From an optimization exercise on the open Yosys and OpenROAD flow, aimed at a short achievable clock period and few clock cycles; shortcuts taken in it are not production practice.
Only simulation tests tie the RTL to the original design; equivalence was not proved.
Power figures rest on the tool's default switching activity, not on a simulated workload.

==> flow/design.v <==
package rv_pkg;
    localparam int XLEN      = 32;
    localparam int REG_COUNT = 32;
    localparam int REG_AW    = 5;
    localparam int APB_AW    = 12;
    localparam int ALU_OPW   = 4;
    typedef logic [XLEN-1:0]    word_t;
    typedef logic [REG_AW-1:0]  reg_addr_t;
    typedef logic [ALU_OPW-1:0] alu_op_t;
    typedef logic [APB_AW-1:0]  apb_addr_t;
    typedef enum logic [1:0] {
        IDLE,
        DECODE,
        EXECUTE,
        WRITEBACK
    } state_t;
    localparam logic [6:0] OPC_LUI    = 7'b0110111;
    localparam logic [6:0] OPC_AUIPC  = 7'b0010111;
    localparam logic [6:0] OPC_JAL    = 7'b1101111;
    localparam logic [6:0] OPC_JALR   = 7'b1100111;
    localparam logic [6:0] OPC_BRANCH = 7'b1100011;
    localparam logic [6:0] OPC_OP_IMM = 7'b0010011;
    localparam logic [6:0] OPC_OP     = 7'b0110011;
    localparam logic [2:0] F3_ADD_SUB = 3'b000;
    localparam logic [2:0] F3_SLL     = 3'b001;
    localparam logic [2:0] F3_SLT     = 3'b010;
    localparam logic [2:0] F3_SLTU    = 3'b011;
    localparam logic [2:0] F3_XOR     = 3'b100;
    localparam logic [2:0] F3_SRL_SRA = 3'b101;
    localparam logic [2:0] F3_OR      = 3'b110;
    localparam logic [2:0] F3_AND     = 3'b111;
    localparam logic [2:0] F3_BEQ  = 3'b000;
    localparam logic [2:0] F3_BNE  = 3'b001;
    localparam logic [2:0] F3_BLT  = 3'b100;
    localparam logic [2:0] F3_BGE  = 3'b101;
    localparam logic [2:0] F3_BLTU = 3'b110;
    localparam logic [2:0] F3_BGEU = 3'b111;
    localparam logic [6:0] F7_BASE = 7'b0000000;
    localparam logic [6:0] F7_ALT  = 7'b0100000;  
    localparam alu_op_t ALU_ADD    = 4'd0;
    localparam alu_op_t ALU_SUB    = 4'd1;
    localparam alu_op_t ALU_SLT    = 4'd2;
    localparam alu_op_t ALU_SLTU   = 4'd3;
    localparam alu_op_t ALU_AND    = 4'd4;
    localparam alu_op_t ALU_OR     = 4'd5;
    localparam alu_op_t ALU_XOR    = 4'd6;
    localparam alu_op_t ALU_SLL    = 4'd7;
    localparam alu_op_t ALU_SRL    = 4'd8;
    localparam alu_op_t ALU_SRA    = 4'd9;
    localparam alu_op_t ALU_PASS_B = 4'd10;  
    localparam apb_addr_t REG_BASE   = 12'h000;
    localparam apb_addr_t PC_ADDR    = 12'h080;
    localparam apb_addr_t INSTR_ADDR = 12'h084;
    localparam word_t RESET_PC = 32'h0000_0000;
endpackage
`timescale 1ns/1ps
module rv_slice_top (
    input  logic        clk,
    input  logic        rst_n,
    input  logic [11:0] paddr,
    input  logic        psel,
    input  logic        penable,
    input  logic        pwrite,
    input  logic [31:0] pwdata,
    output logic [31:0] prdata,
    output logic        pready,
    output logic        pslverr
);
    logic [31:0] regs [1:31];
    logic [31:0] pc;
    logic [32*32-1:0] rf_flat;    
    always_comb begin
        rf_flat[31:0] = 32'd0;
        for (int i = 1; i < 32; i++) rf_flat[32*i +: 32] = regs[i];
    end
    logic [31:0] ins;
    logic [31:0] rs1_v, rs2_v, rdp_v;
    logic [6:0]  opc;
    logic [2:0]  f3;
    logic [6:0]  f7;
    logic        d_lui, d_auipc, d_jal, d_jalr, d_br, d_opi, d_op, d_legal;
    logic        is_instr, read_ok;
    assign ins = pwdata;
    assign opc = ins[6:0];
    assign f3  = ins[14:12];
    assign f7  = ins[31:25];
    assign d_lui   = opc == 7'b0110111;
    assign d_auipc = opc == 7'b0010111;
    assign d_jal   = opc == 7'b1101111;
    assign d_jalr  = opc == 7'b1100111 && f3 == 3'b000;
    assign d_br    = opc == 7'b1100011 && f3[2:1] != 2'b01;
    assign d_opi   = opc == 7'b0010011 &&
                     (f3 == 3'b001 ? f7 == 7'h00 :
                      f3 == 3'b101 ? (f7 == 7'h00 || f7 == 7'h20) : 1'b1);
    assign d_op    = opc == 7'b0110011 &&
                     (f7 == 7'h00 || (f7 == 7'h20 && (f3 == 3'b000 || f3 == 3'b101)));
    assign d_legal = d_lui | d_auipc | d_jal | d_jalr | d_br | d_opi | d_op;
    assign rs1_v = rf_flat[32*ins[19:15] +: 32];
    assign rs2_v = rf_flat[32*ins[24:20] +: 32];
    assign rdp_v = rf_flat[32*paddr[6:2] +: 32];
    assign is_instr = paddr == 12'h084;
    assign read_ok  = (paddr[11:7] == 5'd0 && paddr[1:0] == 2'b00) || paddr == 12'h080;
    logic [31:0] op_a, op_b, imm;
    logic [4:0]  rd;
    logic [2:0]  fn;
    logic        alt, sub;
    logic        k_lui, k_auipc, k_link, k_jalr, k_jal, k_br, k_alu;
    logic        exec;
    logic        err_q, rdy_q;
    logic [31:0] rdata_q;
    always_ff @(posedge clk) begin
        op_a  <= rs1_v;
        op_b  <= (opc[5] & ~opc[2]) ? rs2_v : {{20{ins[31]}}, ins[31:20]};
        imm   <= opc[2] ? (opc[3] ? {{12{ins[31]}}, ins[19:12], ins[20], ins[30:21], 1'b0}
                                  : {ins[31:12], 12'b0})
                        : {{20{ins[31]}}, ins[7], ins[30:25], ins[11:8], 1'b0};
        rd    <= ins[11:7];
        fn    <= f3;
        alt   <= ins[30] & (f3 == 3'b101 || (f3 == 3'b000 && opc[5]));
        sub   <= opc[5] & ~opc[2] & (f3 != 3'b000 || ins[30] || opc[6]) |
                 ~opc[5] & (f3[2:1] == 2'b01);
        k_lui   <= d_lui;
        k_auipc <= d_auipc;
        k_link  <= d_jal | d_jalr;
        k_jal   <= d_jal;
        k_jalr  <= d_jalr;
        k_br    <= d_br;
        k_alu   <= d_opi | d_op;
        rdata_q <= (paddr == 12'h080) ? pc : rdp_v;
    end
    always_ff @(posedge clk or negedge rst_n) begin
        if (!rst_n) begin
            exec  <= 1'b0;
            err_q <= 1'b0;
            rdy_q <= 1'b0;
        end else begin
            exec  <= psel & ~penable & pwrite & is_instr & d_legal;
            err_q <= pwrite ? ~(is_instr & d_legal) : ~read_ok;
            rdy_q <= 1'b1;
        end
    end
    assign prdata  = rdata_q;
    assign pslverr = err_q;
    assign pready  = rdy_q;
    logic [31:0] b_eff, sum, pc4, tgt, shl, shr, alu_res, rd_data, pc_nxt;
    logic        c_out, lt_s, lt_u, eq, cond, taken;
    logic [4:0]  sh;
    assign b_eff        = sub ? ~op_b : op_b;
    assign {c_out, sum} = {1'b0, op_a} + {1'b0, b_eff} + {32'd0, sub};
    assign lt_u         = ~c_out;
    assign lt_s         = (op_a[31] ^ op_b[31]) ? op_a[31] : sum[31];
    assign eq           = op_a == op_b;
    assign sh  = op_b[4:0];
    assign shl = op_a << sh;
    assign shr = 32'($signed({alt & op_a[31], op_a}) >>> sh);
    always_comb begin
        case (fn)
            3'b000: alu_res = sum;
            3'b001: alu_res = shl;
            3'b010: alu_res = {31'd0, lt_s};
            3'b011: alu_res = {31'd0, lt_u};
            3'b100: alu_res = op_a ^ op_b;
            3'b101: alu_res = shr;
            3'b110: alu_res = op_a | op_b;
            default: alu_res = op_a & op_b;
        endcase
    end
    assign pc4 = pc + 32'd4;
    assign tgt = pc + imm;
    always_comb begin
        case (fn[2:1])
            2'b00:   cond = eq;
            2'b10:   cond = lt_s;
            default: cond = lt_u;
        endcase
    end
    assign taken = k_jal | (k_br & (cond ^ fn[0]));
    assign rd_data = k_lui   ? imm :
                     k_auipc ? tgt :
                     k_link  ? pc4 : alu_res;
    assign pc_nxt  = k_jalr ? {sum[31:1], 1'b0} : taken ? tgt : pc4;
    always_ff @(posedge clk or negedge rst_n) begin
        if (!rst_n) begin
            pc <= 32'd0;
            for (int i = 1; i < 32; i++) regs[i] <= 32'd0;
        end else if (exec) begin
            pc <= pc_nxt;
            if (!k_br)
                for (int i = 1; i < 32; i++)
                    if (rd == i[4:0]) regs[i] <= rd_data;
        end
    end
endmodule
Settings: LEC_CHECK=0, ABC_CLOCK_PERIOD_IN_PS=3000, CAP_MARGIN=20, CORE_MARGIN=2, CORE_UTILIZATION=25, PLACE_DENSITY=0.32, SETUP_SLACK_MARGIN=5, SLEW_MARGIN=20; clock period 12.0 ns.
run.sh (not shown) runs the stock make flow with config.mk's settings and CLKGATE_MAP_FILE= SYNTH_SCRIPT=/design/flow/synth_recipe.tcl, a recipe that flattens the netlist after the stock synthesis.
Testbench counts at the start, summed over its fixed seeds: cycles 48,000.
Change:
==> flow/flow/run.sh (new file) <==
#!/bin/bash
# Standard ORFS layout (the standard.sh, standard synthesis), with the
# timing repair steps asked to reach a larger setup margin than the flow
# settings allow, so that repair keeps sizing the design for speed.
set -euo pipefail
cd "$(dirname "$0")/.."
MARGIN=$(cat flow/margin.txt)
bash standard.sh SETUP_SLACK_MARGIN="$MARGIN" finish > flow_make.log 2>&1
==> flow/flow/margin.txt (new file) <==
8.5
==> flow/standard.sh (new file) <==
#!/bin/bash
# synth_recipe.tcl (not shown) runs the flow's synth.tcl, then flattens the netlist and writes it again
# the make line also repeats each setting of config.mk as NAME=value (left out here)
make -C /OpenROAD-flow-scripts/flow DESIGN_CONFIG=/design/flow/config.mk WORK_HOME=/design/flow/orfs CLKGATE_MAP_FILE= SYNTH_SCRIPT=/design/flow/synth_recipe.tcl "${@:-finish}"
removed: flow/run.sh
Outcome: Die area stays the same. Combinational power went up by about 90%. Setup slack improved by 1.7 ns. Global-route usage went up by 4.2 points. Final area went up by 21%. Final cell count went up by 6.6%.

what the ideal ports hide:
How much do the figures lean on ideal ports? The routed layouts below were timed once more, with nothing changed but the port constraints. Step 1 assumes that a clkbuf_16 drives the clock port and a buf_2 every other input. Step 2 adds t to the input delays and takes it off the output delays; t is the mean of the earliest and latest rising clock arrival at the registers after step 1. Input paths then give back, and output paths get back, about the clock's delay inside the block. Three values: no drivers, after step 1, after step 2; two values: the first two.
run	shift t [ns]	slack for setup (ns)	pins driven straight from the clock port
the first run	0.948	6.055 / 6.055 / 5.755	1
the second run	0.944	7.782 / 7.782 / 7.048	1
After both steps setup and hold are still met in every run listed. For the second run, which loses most, drivers alone change the setup slack by 0.000 ns; drivers and shift together by -0.734 ns.
